From an optimization exercise on the open Yosys and OpenROAD flow, aimed at small area, a short achievable clock period and few clock cycles per item; shortcuts taken in it are not production practice. Where RTL was checked, it was by simulation tests only, not by an equivalence proof against the original. No activity file was given, so power comes from the tool's default toggle rates.

==> inputs of 11-06 <==
// execCluster
module execCluster
(
    input  logic           clk,
    input  logic           rst,
    input  logic           inValid,
    output logic           inReady,
    input  logic [128:0]   inPkt,      
    output logic           outValid,
    input  logic           outReady,
    output logic [136:0]   outPkt      
);
    logic [128:0] nx;     
    logic [31:0] iIns, iPc, iRs, iRt, iRtRev, iB, iX, iA, iSImm;
    logic        iIrq, iIsR, iIsBr, iSub, iCi, iEq, iRsZero, iTk, iSelLog, iSelSh;
    logic [5:0]  iOp, iFn;
    logic [15:0] iImm, iF;
    assign iIns  = nx[128:97];
    assign iPc   = nx[96:65];
    assign iRs   = nx[64:33];
    assign iRt   = nx[32:1];
    assign iIrq  = nx[0];
    assign iOp   = iIns[31:26];
    assign iFn   = iIns[5:0];
    assign iImm  = iIns[15:0];
    assign iSImm = {{16{iImm[15]}}, iImm};
    assign iIsR  = (iOp == 6'h00);
    assign iIsBr = (iOp == 6'h01) | (iOp[5:2] == 4'b0001);
    assign iSub  = iIsR ? (iFn == 6'h22 || iFn == 6'h23 || iFn == 6'h2a || iFn == 6'h2b)
                        : (iOp == 6'h0a || iOp == 6'h0b);
    always_comb begin
        for (int i = 0; i < 32; i++) iRtRev[i] = iRt[31-i];
    end
    assign iB    = iIsR ? ((iFn == 6'h00) ? iRtRev : iRt) : iIsBr ? {iSImm[29:0], 2'b00} : (iOp == 6'h0f) ? {iImm, 16'd0}
                 : (iOp == 6'h0c) ? {16'd0, iImm} : iSImm;
    assign iX    = iB ^ {32{iSub}};
    assign iCi   = iSub | iIsBr;
    assign iA    = iIsBr ? {iPc[31:2], 2'b11} : iRs;
    assign iF    = iIsR ? iIns[15:0] : iIns[31:16];
    assign iSelLog = iIsR ? (iFn[5:2] == 4'b1001) : (iOp == 6'h0c);        
    assign iSelSh  = iIsR & (iFn == 6'h00 || iFn == 6'h02 || iFn == 6'h03);  
    assign iEq     = (iRs == iRt);
    assign iRsZero = (iRs == 32'd0);
    always_comb begin
  ...
clock: 6.5 ns
lec_check: 0
abc_clock_period_in_ps: 2000
cap_margin: 20
core_margin: 2
core_utilization: 50
cts_cluster_diameter: 100
cts_cluster_size: 30
place_density: 0.65
setup_slack_margin: 3.3
slew_margin: 20
standard.sh (not shown) runs the stock make flow with config.mk's settings and CLKGATE_MAP_FILE= SYNTH_SCRIPT=/design/flow/synth_recipe.tcl, a recipe that flattens the netlist after the stock synthesis.
==> flow/flow/run.sh <==
#!/bin/bash
# The standard ORFS layout, with the smallest buffer as the port buffer
# cell (every input and output port still gets its own buffer).
set -euo pipefail
bash standard.sh "BUFFER_PORTS_ARGS=-buffer_cell sky130_fd_sc_hd__buf_1" finish > standard_flow.log 2>&1
==> inputs of 11-11, as changes to 11-06 <==
--- a/flow/design.v
+++ b/flow/design.v
@@ -354,16 +354,10 @@
         aluOther    = ({32{hSelLog}} & logicY) | ({32{hSelSh}} & shOut);
         aluOther[0] = aluOther[0] | (selTk & tk);
         alu         = selSum ? sum[31:0] : aluOther;
         alu[0]      = alu[0] | (selLtS & ltS) | (selLtU & ltU);
     end
-    logic [31:0] wbVal, wbRest;
-    always_comb begin
-        wbRest   = wbAlu ? aluOther : wbOther;
-        wbVal    = (wbAlu & selSum) ? sum[31:0] : wbRest;
-        wbVal[0] = wbVal[0] | (wbAlu & ((selLtS & ltS) | (selLtU & ltU)));
-    end
     logic [31:0] nextPc, nextPcOther;
     logic        brSel;
     assign brSel = isBr & tk & ~irq;
     always_comb begin
         if (irq)                            nextPcOther = 32'h8000_0004;
@@ -371,18 +365,25 @@
         else if (isR && (fnJr | fnJalr))    nextPcOther = rs;
         else if (isJ | isJal)               nextPcOther = {pc4[31:28], f[9:0], x[15:0], 2'b00};
         else                                nextPcOther = pc4;
     end
     assign nextPc = brSel ? brPc : nextPcOther;
+    logic        oWbAlu;
+    logic [31:0] oWbOther, oAlu;
+    logic        oRegWrite, oMemRead, oMemWrite, oTrap;
+    logic [4:0]  oWbReg;
+    logic [31:0] oRt, oNextPc;
     always_ff @(posedge clk) begin
         if (rst) begin
             outValid <= 1'b0;
         end else if (~outValid | outReady) begin
             outValid <= vh;
         end
     end
     always_ff @(posedge clk) begin
         if (take) begin
-            outPkt <= {regWrite, wbReg, wbVal, isLw, isSw, alu, rt, nextPc, trap};
+            {oRegWrite, oWbReg, oWbAlu, oWbOther, oMemRead, oMemWrite, oAlu, oRt, oNextPc, oTrap}
+                <= {regWrite, wbReg, wbAlu, wbOther, isLw, isSw, alu, rt, nextPc, trap};
         end
     end
+    assign outPkt = {oRegWrite, oWbReg, oWbAlu ? oAlu : oWbOther, oMemRead, oMemWrite, oAlu, oRt, oNextPc, oTrap};
 endmodule
==> qor summary <==
metric	11-06	11-11
Outcome	finished clean	finished clean
Logic inverters	116	136
Syn Area/Cell	12.1 sq um	12.3 sq um
Post-route cell area	0.0328 sq mm	0.0327 sq mm
Top power group	combinational cells	registers
Post-CTS repair timing setup buffer count	62	49
Placement Cell Area	0.0308 sq mm	0.0306 sq mm
Nets in the synthesized netlist	2,610	2,545
Share of the core filled with cells	0.570	0.568
Half-perimeter wire length after placement	73,500 um	70,400 um
Number of vias after detailed routing	22,100	21,300
Global Route met3 Usage	0.0401	0.0651
Final sequential cell count	552	553
EDFF count, synth	545	546
Worst setup timing slack at the placement stage	2.18 ns	2.45 ns
Filler instances	4,766	4,808
Psw	4.85 mW	4.51 mW
Clock buffers created by TritonCTS	23	25
Leakage power total	11.7 nW	11.8 nW
Clk network pwr share	0.148	0.170
Cells after Synth	2,412	2,347
Die Area	0.0602 sq mm	0.0598 sq mm
Multi-input combinational gate total	1,597	1,513
Non-filler instance count after layout	3,448	3,405
Post-synth top area share	0.562	0.567
Area used by sequential logic in the layout	0.0165 sq mm	0.0165 sq mm
Testbench counts of 11-11, summed over its fixed seeds: cycles 8,299, items 7,200.
The RTL of 11-06 was laid out without a check of its function.

---

==> job 5718: inputs <==
execCluster, a different RTL version from the one above (not shown whole).
clock: 6.5 ns
lec_check: 0
abc_clock_period_in_ps: 2000
cap_margin: 20
core_margin: 2
core_utilization: 60
place_density: 0.7
setup_slack_margin: 3.3
slew_margin: 20
Scripts as last shown in full above: flow/flow/run.sh
==> job 2014: changes against job 5718 <==
--- a/flow/design.v
+++ b/flow/design.v
@@ -128,50 +128,33 @@
     input  logic [128:0]   inPkt,      
     output logic           outValid,
     input  logic           outReady,
     output logic [136:0]   outPkt      
 );
-    logic [128:0] nx;     
-    logic [31:0] iIns, iPc, iRs, iRt, iB, iX, iA, iSImm;
-    logic        iIrq, iIsR, iIsBr, iSub, iCi, iEq, iRsZero, iTk;
+    logic [31:0] iIns, iPc, iRs, iRt, iB, iX, iZ, iSImm;
+    logic        iIrq, iIsR, iSub;
     logic [5:0]  iOp, iFn;
-    logic [15:0] iImm, iF;
-    assign iIns  = nx[128:97];
-    assign iPc   = nx[96:65];
-    assign iRs   = nx[64:33];
-    assign iRt   = nx[32:1];
-    assign iIrq  = nx[0];
+    logic [15:0] iImm;
+    assign iIns  = inPkt[128:97];
+    assign iPc   = inPkt[96:65];
+    assign iRs   = inPkt[64:33];
+    assign iRt   = inPkt[32:1];
+    assign iIrq  = inPkt[0];
     assign iOp   = iIns[31:26];
     assign iFn   = iIns[5:0];
     assign iImm  = iIns[15:0];
     assign iSImm = {{16{iImm[15]}}, iImm};
     assign iIsR  = (iOp == 6'h00);
-    assign iIsBr = (iOp == 6'h01) | (iOp[5:2] == 4'b0001);
     assign iSub  = iIsR ? (iFn == 6'h22 || iFn == 6'h23 || iFn == 6'h2a || iFn == 6'h2b)
                         : (iOp == 6'h0a || iOp == 6'h0b);
-    assign iB    = iIsR ? iRt : iIsBr ? {iSImm[29:0], 2'b00} : (iOp == 6'h0f) ? {iImm, 16'd0}
-                 : (iOp == 6'h0c) ? {16'd0, iImm} : iSImm;
+    assign iB    = iIsR ? iRt : (iOp == 6'h0f) ? {iImm, 16'd0} : (iOp == 6'h0c) ? {16'd0, iImm} : iSImm;
     assign iX    = iB ^ {32{iSub}};
-    assign iCi   = iSub | iIsBr;
-    assign iA    = iIsBr ? {iPc[31:2], 2'b11} : iRs;
-    assign iF    = iIsR ? iIns[15:0] : iIns[31:16];
-    assign iEq     = (iRs == iRt);
-    assign iRsZero = (iRs == 32'd0);
-    always_comb begin
-        case (iOp[2:0])
-            3'b100:  iTk = iEq;                    
-            3'b101:  iTk = ~iEq;                   
-            3'b110:  iTk = iRs[31] | iRsZero;      
-            3'b111:  iTk = ~iRs[31] & ~iRsZero;    
-            default: iTk = iRs[31];                
-        endcase
-    end
-    localparam int HD_W = 148;
-    logic [HD_W-1:0] hdNext;
-    assign hdNext = {iIsR, iCi, iTk, iF, iRt, iX, iPc, iA, iIrq};
-    logic [HD_W-1:0]   hd;
-    logic [128:0]      r0, r1;
+    assign iZ    = {iRt[31:16], iIsR ? iImm : iRt[15:0]};
+    localparam int SLOT_W = 147;
+    logic [SLOT_W-1:0] inSlot;
+    assign inSlot = {iIsR, iSub, iIns[31:16], iZ, iX, iPc, iRs, iIrq};
+    logic [SLOT_W-1:0] hd, r0, r1;
     logic              vh;
     logic [1:0]        occ;      
     logic              wp, rp;   
     logic              take, acc, hdLoad, fromRing, ringAcc;
     logic              selR0, selR1, selIn;
@@ -184,16 +167,15 @@
     assign fromRing = |occ;                       
     assign ringAcc  = acc & ~(hdLoad & ~fromRing);
     assign selR0    = fromRing & ~rp;
     assign selR1    = fromRing & rp;
     assign selIn    = ~fromRing;
-    assign nx = ({129{selR0}} & r0) | ({129{selR1}} & r1) | ({129{selIn}} & inPkt);
     assign occNext = (occ & ~({rp, ~rp} & {2{hdLoad & fromRing}})) | ({wp, ~wp} & {2{ringAcc}});
     always_ff @(posedge clk) begin
-        if (hdLoad)  hd <= hdNext;
-        if (!occ[0]) r0 <= inPkt;
-        if (!occ[1]) r1 <= inPkt;
+        if (hdLoad)  hd <= ({SLOT_W{selR0}} & r0) | ({SLOT_W{selR1}} & r1) | ({SLOT_W{selIn}} & inSlot);
+        if (!occ[0]) r0 <= inSlot;
+        if (!occ[1]) r1 <= inSlot;
     end
     always_ff @(posedge clk) begin
         if (rst) begin
             vh  <= 1'b0;
             occ <= 2'b00;
@@ -206,19 +188,20 @@
             rdy <= ~&occNext;
             if (ringAcc)             wp <= ~wp;
             if (hdLoad && fromRing)  rp <= ~rp;
         end
     end
-    logic        isR, ci, tk, irq;
-    logic [15:0] f;
-    logic [31:0] rt, x, pc, rs;
+    logic        isR, sub, irq;
+    logic [15:0] insHi;
+    logic [31:0] z, x, pc, rs, rt;
     logic [5:0]  op, fn;
     logic [4:0]  sh;
-    assign {isR, ci, tk, f, rt, x, pc, rs, irq} = hd;     
-    assign op = isR ? 6'h00 : f[15:10];
-    assign fn = f[5:0];
-    assign sh = f[10:6];
+    assign {isR, sub, insHi, z, x, pc, rs, irq} = hd;
+    assign op = insHi[15:10];
+    assign fn = z[5:0];
+    assign sh = z[10:6];
+    assign rt = isR ? (x ^ {32{sub}}) : z;
     logic isBr, isJ, isJal, isAndi, isSlti, isSltiu, isLw, isSw, legal, trap;
     logic fnAnd, fnOr, fnXor, fnNor, fnSll, fnSrl, fnSra, fnSlt, fnSltu, fnJr, fnJalr;
     assign isBr    = (op == 6'h01) | (op[5:2] == 4'b0001);
     assign isJ     = (op == 6'h02);
     assign isJal   = (op == 6'h03);
@@ -241,11 +224,11 @@
     assign fnJr   = (fn == 6'h08);
     assign fnJalr = (fn == 6'h09);
     logic [32:0] g0, p0, g1, p1, g2, p2, g3, p3, g4, p4, g5, p5;
     logic [32:0] sum;
     logic        ltS, ltU;
-    assign g0 = {rs & x, ci};
+    assign g0 = {rs & x, sub};
     assign p0 = {rs ^ x, 1'b0};
     always_comb begin
         for (int i = 0; i < 33; i++) begin
             g1[i] = (i >= 1)  ? (g0[i] | (p0[i] & g0[i-1]))  : g0[i];
             p1[i] = (i >= 1)  ? (p0[i] & p0[i-1])            : p0[i];
@@ -268,14 +251,26 @@
         end
     end
     assign sum[31:0] = p0[32:1] ^ g5[31:0];            
     assign sum[32]   = g5[32] | (p5[32] & g5[0]);      
     assign ltU = ~sum[32];
-    assign ltS = (rs[31] ^ x[31] ^ ci) ? rs[31] : sum[31];
+    assign ltS = (rs[31] ^ x[31] ^ sub) ? rs[31] : sum[31];
     logic [31:0] pc4, brPc;
     assign pc4  = {pc[31:2] + 30'd1, pc[1:0]};
-    assign brPc = {sum[31:2], pc[1:0]};
+    assign brPc = {pc[31:2] + x[29:0] + 30'd1, pc[1:0]};
+    logic eq, rsZero, taken;
+    assign eq     = (rs == z);
+    assign rsZero = (rs == 32'd0);
+    always_comb begin
+        case (op[2:0])
+            3'b100:  taken = eq;                  
+            3'b101:  taken = ~eq;                 
+            3'b110:  taken = rs[31] | rsZero;     
+            3'b111:  taken = ~rs[31] & ~rsZero;   
+            default: taken = rs[31];              
+        endcase
+    end
     logic [31:0] shIn, shMid, shOut;
     logic        shFill;
     always_comb begin
         for (int i = 0; i < 32; i++) shIn[i] = fn[1] ? x[i] : x[31-i];
     end
@@ -311,22 +306,22 @@
     logic        regWrite, wbAlu;
     logic [4:0]  wbReg;
     logic [31:0] wbOther;
     always_comb begin
         regWrite = 1'b1;
-        wbReg    = f[4:0];
+        wbReg    = insHi[4:0];
         wbAlu    = 1'b1;
         wbOther  = pc4;
         if (irq) begin
             wbReg   = 5'd26;
             wbAlu   = 1'b0;
             wbOther = pc;
         end else if (!legal) begin
             wbReg   = 5'd26;
             wbAlu   = 1'b0;
         end else if (isR) begin
-            wbReg    = f[15:11];
+            wbReg    = z[15:11];
             regWrite = ~fnJr;
             wbAlu    = ~fnJalr;
         end else if (isBr | isJ | isSw) begin
             regWrite = 1'b0;
         end else if (isJal) begin
@@ -338,22 +333,22 @@
         end
     end
     logic [31:0] alu, wbVal;
     always_comb begin
         alu      = ({32{selSum}} & sum[31:0]) | ({32{selLog}} & logicY) | ({32{selSh}} & shOut);
-        alu[0]   = alu[0] | (selLtS & ltS) | (selLtU & ltU) | (selTk & tk);
+        alu[0]   = alu[0] | (selLtS & ltS) | (selLtU & ltU) | (selTk & taken);
         wbVal    = ({32{wbAlu & selSum}} & sum[31:0]) | ({32{wbAlu & selLog}} & logicY)
                  | ({32{wbAlu & selSh}} & shOut) | ({32{~wbAlu}} & wbOther);
-        wbVal[0] = wbVal[0] | (wbAlu & ((selLtS & ltS) | (selLtU & ltU) | (selTk & tk)));
+        wbVal[0] = wbVal[0] | (wbAlu & ((selLtS & ltS) | (selLtU & ltU) | (selTk & taken)));
     end
     logic [31:0] nextPc;
     always_comb begin
         if (irq)                            nextPc = 32'h8000_0004;
         else if (!legal)                    nextPc = 32'h8000_0008;
         else if (isR && (fnJr | fnJalr))    nextPc = rs;
-        else if (isBr && tk)                nextPc = brPc;
-        else if (isJ | isJal)               nextPc = {pc4[31:28], f[9:0], x[15:0], 2'b00};
+        else if (isBr && taken)             nextPc = brPc;
+        else if (isJ | isJal)               nextPc = {pc4[31:28], insHi[9:0], x[15:0], 2'b00};
         else                                nextPc = pc4;
     end
     always_ff @(posedge clk) begin
         if (rst) begin
             outValid <= 1'b0;
Settings changed: CTS_BUF_LIST set to sky130_fd_sc_hd__clkbuf_4 sky130_fd_sc_hd__clkbuf_8.
==> job 6799: changes against job 5718 <==
--- a/flow/design.v
+++ b/flow/design.v
@@ -129,11 +129,11 @@
     output logic           outValid,
     input  logic           outReady,
     output logic [136:0]   outPkt      
 );
     logic [128:0] nx;     
-    logic [31:0] iIns, iPc, iRs, iRt, iB, iX, iA, iSImm;
+    logic [31:0] iIns, iPc, iRs, iRt, iRtRev, iB, iX, iA, iSImm;
     logic        iIrq, iIsR, iIsBr, iSub, iCi, iEq, iRsZero, iTk;
     logic [5:0]  iOp, iFn;
     logic [15:0] iImm, iF;
     assign iIns  = nx[128:97];
     assign iPc   = nx[96:65];
@@ -146,11 +146,14 @@
     assign iSImm = {{16{iImm[15]}}, iImm};
     assign iIsR  = (iOp == 6'h00);
     assign iIsBr = (iOp == 6'h01) | (iOp[5:2] == 4'b0001);
     assign iSub  = iIsR ? (iFn == 6'h22 || iFn == 6'h23 || iFn == 6'h2a || iFn == 6'h2b)
                         : (iOp == 6'h0a || iOp == 6'h0b);
-    assign iB    = iIsR ? iRt : iIsBr ? {iSImm[29:0], 2'b00} : (iOp == 6'h0f) ? {iImm, 16'd0}
+    always_comb begin
+        for (int i = 0; i < 32; i++) iRtRev[i] = iRt[31-i];
+    end
+    assign iB    = iIsR ? ((iFn == 6'h00) ? iRtRev : iRt) : iIsBr ? {iSImm[29:0], 2'b00} : (iOp == 6'h0f) ? {iImm, 16'd0}
                  : (iOp == 6'h0c) ? {16'd0, iImm} : iSImm;
     assign iX    = iB ^ {32{iSub}};
     assign iCi   = iSub | iIsBr;
     assign iA    = iIsBr ? {iPc[31:2], 2'b11} : iRs;
     assign iF    = iIsR ? iIns[15:0] : iIns[31:16];
@@ -238,52 +241,64 @@
     assign fnSra  = (fn == 6'h03);
     assign fnSlt  = (fn == 6'h2a);
     assign fnSltu = (fn == 6'h2b);
     assign fnJr   = (fn == 6'h08);
     assign fnJalr = (fn == 6'h09);
-    logic [32:0] g0, p0, g1, p1, g2, p2, g3, p3, g4, p4, g5, p5;
+    logic [31:0] ap, ag, s0, s1;
+    logic [7:0]  bg, bp;
+    logic [8:0]  G0, P0, G1, P1, G2, P2, G3, P3, G4;
     logic [32:0] sum;
     logic        ltS, ltU;
-    assign g0 = {rs & x, ci};
-    assign p0 = {rs ^ x, 1'b0};
+    assign ap = rs ^ x;
+    assign ag = rs & x;
     always_comb begin
-        for (int i = 0; i < 33; i++) begin
-            g1[i] = (i >= 1)  ? (g0[i] | (p0[i] & g0[i-1]))  : g0[i];
-            p1[i] = (i >= 1)  ? (p0[i] & p0[i-1])            : p0[i];
+        for (int k = 0; k < 8; k++) begin
+            logic [3:0] pp, gg, c0, c1;
+            pp = ap[4*k +: 4];
+            gg = ag[4*k +: 4];
+            bg[k] = gg[3] | (pp[3] & gg[2]) | (pp[3] & pp[2] & gg[1]) | (pp[3] & pp[2] & pp[1] & gg[0]);
+            bp[k] = &pp;
+            c0 = {gg[2] | (pp[2] & gg[1]) | (pp[2] & pp[1] & gg[0]), gg[1] | (pp[1] & gg[0]), gg[0], 1'b0};
+            c1 = {gg[2] | (pp[2] & gg[1]) | (pp[2] & pp[1] & gg[0]) | (pp[2] & pp[1] & pp[0]),
+                  gg[1] | (pp[1] & gg[0]) | (pp[1] & pp[0]), gg[0] | pp[0], 1'b1};
+            s0[4*k +: 4] = pp ^ c0;
+            s1[4*k +: 4] = pp ^ c1;
         end
-        for (int i = 0; i < 33; i++) begin
-            g2[i] = (i >= 2)  ? (g1[i] | (p1[i] & g1[i-2]))  : g1[i];
-            p2[i] = (i >= 2)  ? (p1[i] & p1[i-2])            : p1[i];
+    end
+    assign G0 = {bg, ci};     
+    assign P0 = {bp, 1'b0};
+    always_comb begin
+        for (int i = 0; i < 9; i++) begin
+            G1[i] = (i >= 1) ? (G0[i] | (P0[i] & G0[i-1])) : G0[i];
+            P1[i] = (i >= 1) ? (P0[i] & P0[i-1])           : P0[i];
         end
-        for (int i = 0; i < 33; i++) begin
-            g3[i] = (i >= 4)  ? (g2[i] | (p2[i] & g2[i-4]))  : g2[i];
-            p3[i] = (i >= 4)  ? (p2[i] & p2[i-4])            : p2[i];
+        for (int i = 0; i < 9; i++) begin
+            G2[i] = (i >= 2) ? (G1[i] | (P1[i] & G1[i-2])) : G1[i];
+            P2[i] = (i >= 2) ? (P1[i] & P1[i-2])           : P1[i];
         end
-        for (int i = 0; i < 33; i++) begin
-            g4[i] = (i >= 8)  ? (g3[i] | (p3[i] & g3[i-8]))  : g3[i];
-            p4[i] = (i >= 8)  ? (p3[i] & p3[i-8])            : p3[i];
+        for (int i = 0; i < 9; i++) begin
+            G3[i] = (i >= 4) ? (G2[i] | (P2[i] & G2[i-4])) : G2[i];
+            P3[i] = (i >= 4) ? (P2[i] & P2[i-4])           : P2[i];
         end
-        for (int i = 0; i < 33; i++) begin
-            g5[i] = (i >= 16) ? (g4[i] | (p4[i] & g4[i-16])) : g4[i];
-            p5[i] = (i >= 16) ? (p4[i] & p4[i-16])           : p4[i];
+        for (int i = 0; i < 9; i++) begin
+            G4[i] = (i >= 8) ? (G3[i] | (P3[i] & G3[i-8])) : G3[i];
         end
+        for (int k = 0; k < 8; k++) sum[4*k +: 4] = G4[k] ? s1[4*k +: 4] : s0[4*k +: 4];     
+        sum[32] = G4[8];     
     end
-    assign sum[31:0] = p0[32:1] ^ g5[31:0];            
-    assign sum[32]   = g5[32] | (p5[32] & g5[0]);      
     assign ltU = ~sum[32];
     assign ltS = (rs[31] ^ x[31] ^ ci) ? rs[31] : sum[31];
     logic [31:0] pc4, brPc;
     assign pc4  = {pc[31:2] + 30'd1, pc[1:0]};
     assign brPc = {sum[31:2], pc[1:0]};
-    logic [31:0] shIn, shMid, shOut;
+    logic [31:0] shMid, shOut;
     logic        shFill;
-    always_comb begin
-        for (int i = 0; i < 32; i++) shIn[i] = fn[1] ? x[i] : x[31-i];
-    end
     assign shFill = fn[0] & x[31];
-    assign shMid  = 32'($signed({shFill, shIn}) >>> sh);
     always_comb begin
+        shMid = x;
+        for (int k = 0; k < 5; k++)
+            if (sh[k]) shMid = (shMid >> (1 << k)) | ({32{shFill}} << (32 - (1 << k)));
         for (int i = 0; i < 32; i++) shOut[i] = fn[1] ? shMid[i] : shMid[31-i];
     end
     logic [31:0] logicY;
     always_comb begin
         case ({isR, fn[1:0]})
@@ -335,35 +350,39 @@
         end else if (isLw) begin
             wbAlu   = 1'b0;
             wbOther = 32'd0;
         end
     end
-    logic [31:0] alu, wbVal;
+    logic [31:0] alu;
     always_comb begin
-        alu      = ({32{selSum}} & sum[31:0]) | ({32{selLog}} & logicY) | ({32{selSh}} & shOut);
-        alu[0]   = alu[0] | (selLtS & ltS) | (selLtU & ltU) | (selTk & tk);
-        wbVal    = ({32{wbAlu & selSum}} & sum[31:0]) | ({32{wbAlu & selLog}} & logicY)
-                 | ({32{wbAlu & selSh}} & shOut) | ({32{~wbAlu}} & wbOther);
-        wbVal[0] = wbVal[0] | (wbAlu & ((selLtS & ltS) | (selLtU & ltU) | (selTk & tk)));
+        alu    = ({32{selSum}} & sum[31:0]) | ({32{selLog}} & logicY) | ({32{selSh}} & shOut);
+        alu[0] = alu[0] | (selLtS & ltS) | (selLtU & ltU) | (selTk & tk);
     end
     logic [31:0] nextPc;
     always_comb begin
         if (irq)                            nextPc = 32'h8000_0004;
         else if (!legal)                    nextPc = 32'h8000_0008;
         else if (isR && (fnJr | fnJalr))    nextPc = rs;
         else if (isBr && tk)                nextPc = brPc;
         else if (isJ | isJal)               nextPc = {pc4[31:28], f[9:0], x[15:0], 2'b00};
         else                                nextPc = pc4;
     end
+    logic        oWbAlu;
+    logic [31:0] oWbOther, oAlu;
+    logic        oRegWrite, oMemRead, oMemWrite, oTrap;
+    logic [4:0]  oWbReg;
+    logic [31:0] oRt, oNextPc;
     always_ff @(posedge clk) begin
         if (rst) begin
             outValid <= 1'b0;
         end else if (~outValid | outReady) begin
             outValid <= vh;
         end
     end
     always_ff @(posedge clk) begin
         if (take) begin
-            outPkt <= {regWrite, wbReg, wbVal, isLw, isSw, alu, rt, nextPc, trap};
+            {oRegWrite, oWbReg, oWbAlu, oWbOther, oMemRead, oMemWrite, oAlu, oRt, oNextPc, oTrap}
+                <= {regWrite, wbReg, wbAlu, wbOther, isLw, isSw, alu, rt, nextPc, trap};
         end
     end
+    assign outPkt = {oRegWrite, oWbReg, oWbAlu ? oAlu : oWbOther, oMemRead, oMemWrite, oAlu, oRt, oNextPc, oTrap};
 endmodule
==> job 5614: changes against job 5718 <==
Settings changed: CTS_BUF_LIST set to sky130_fd_sc_hd__clkbuf_4 sky130_fd_sc_hd__clkbuf_8.
==> comparison <==
Core utilization, highest first: job 2014, job 5614, job 5718, job 6799. First-iteration DRC count, lowest first: job 6799, job 5614, job 5718, job 2014. In job 5614 the clock power is smaller than in job 6799, by about 3%. In job 2014 the sequential share of layout area is lower than in job 5718, by 2.3 points. Between job 2014 and job 6799, the lower power is in job 6799 (gap 12%, measured against job 6799).
==> figures <==
metric	job 5614	job 2014	job 6799	job 5718
Mapped Area	0.03148 mm^2	0.03393 mm^2	0.03002 mm^2	0.03148 mm^2
Iteration count of the initial detailed-routing pass	12	11	6	9
Fraction of met1 tracks used by global routing	58.03%	59.43%	51.62%	57.62%
Parity-gate share of the synthesized area counting xor and xnor cells	3.450%	5.163%	3.560%	3.450%
Outcome	no timing/DRC/antenna violations	no timing/DRC/antenna violations	no timing/DRC/antenna violations	no timing/DRC/antenna violations
CP bufs+invs	4	4	2	4
Post-Syn Area per Cell	11.43 um^2	10.96 um^2	11.94 um^2	11.43 um^2
Met2 routing resource usage after global routing	68.65%	66.32%	60.33%	67.41%
Initial standard-cell utilization of the core	60.99%	60.41%	61.07%	60.99%
Mux contribution to synthesized area	12.46%	10.27%	13.06%	12.46%
Number of cells on the critical path	12	13	11	12
Function was not checked in any run of this note: the RTL went through the layout flow alone.

[static timing again, ports no longer ideal]
How much do the figures lean on ideal ports? The routed layouts below were timed once more, with nothing changed but the port constraints. Step 1, drivers: a clkbuf_16 drives clk and a buf_2 each remaining input, both assumed. Step 2 adds t to the input delays and takes it off the output delays; t is the mean of the earliest and latest rising clock arrival at the registers after step 1. Input paths then give back, and output paths get back, about the clock's delay inside the block. Three values: no drivers, after step 1, after step 2; two values: the first two.
run | shift t [ns] | setup WS [ns] | worst hold slack (ns) | worst data-port slew with drivers (ns)
11-06 | 0.656 | 3.228 / 3.228 / 3.066 | 0.426 / 0.426 / 0.426 | 0.07
11-11 | 0.697 | 3.282 / 3.282 / 3.253 | 0.417 / 0.417 / 0.417 | 0.08
job 5718 | 0.691 | 3.153 / 3.153 / 2.614 | 0.411 / 0.411 / 0.411 | 0.09
job 2014 | 0.772 | 3.061 / 3.061 / 2.570 | 0.505 / 0.505 / 0.505 | 0.12
job 6799 | 0.680 | 3.210 / 3.210 / 2.800 | 0.418 / 0.418 / 0.418 | 0.07
job 5614 | 0.742 | 3.126 / 3.126 / 2.620 | 0.414 / 0.414 / 0.414 | 0.10
After both steps setup and hold are still met in every run listed. For job 5718, which loses most, drivers alone change the setup slack by 0.000 ns; drivers and shift together by -0.539 ns.
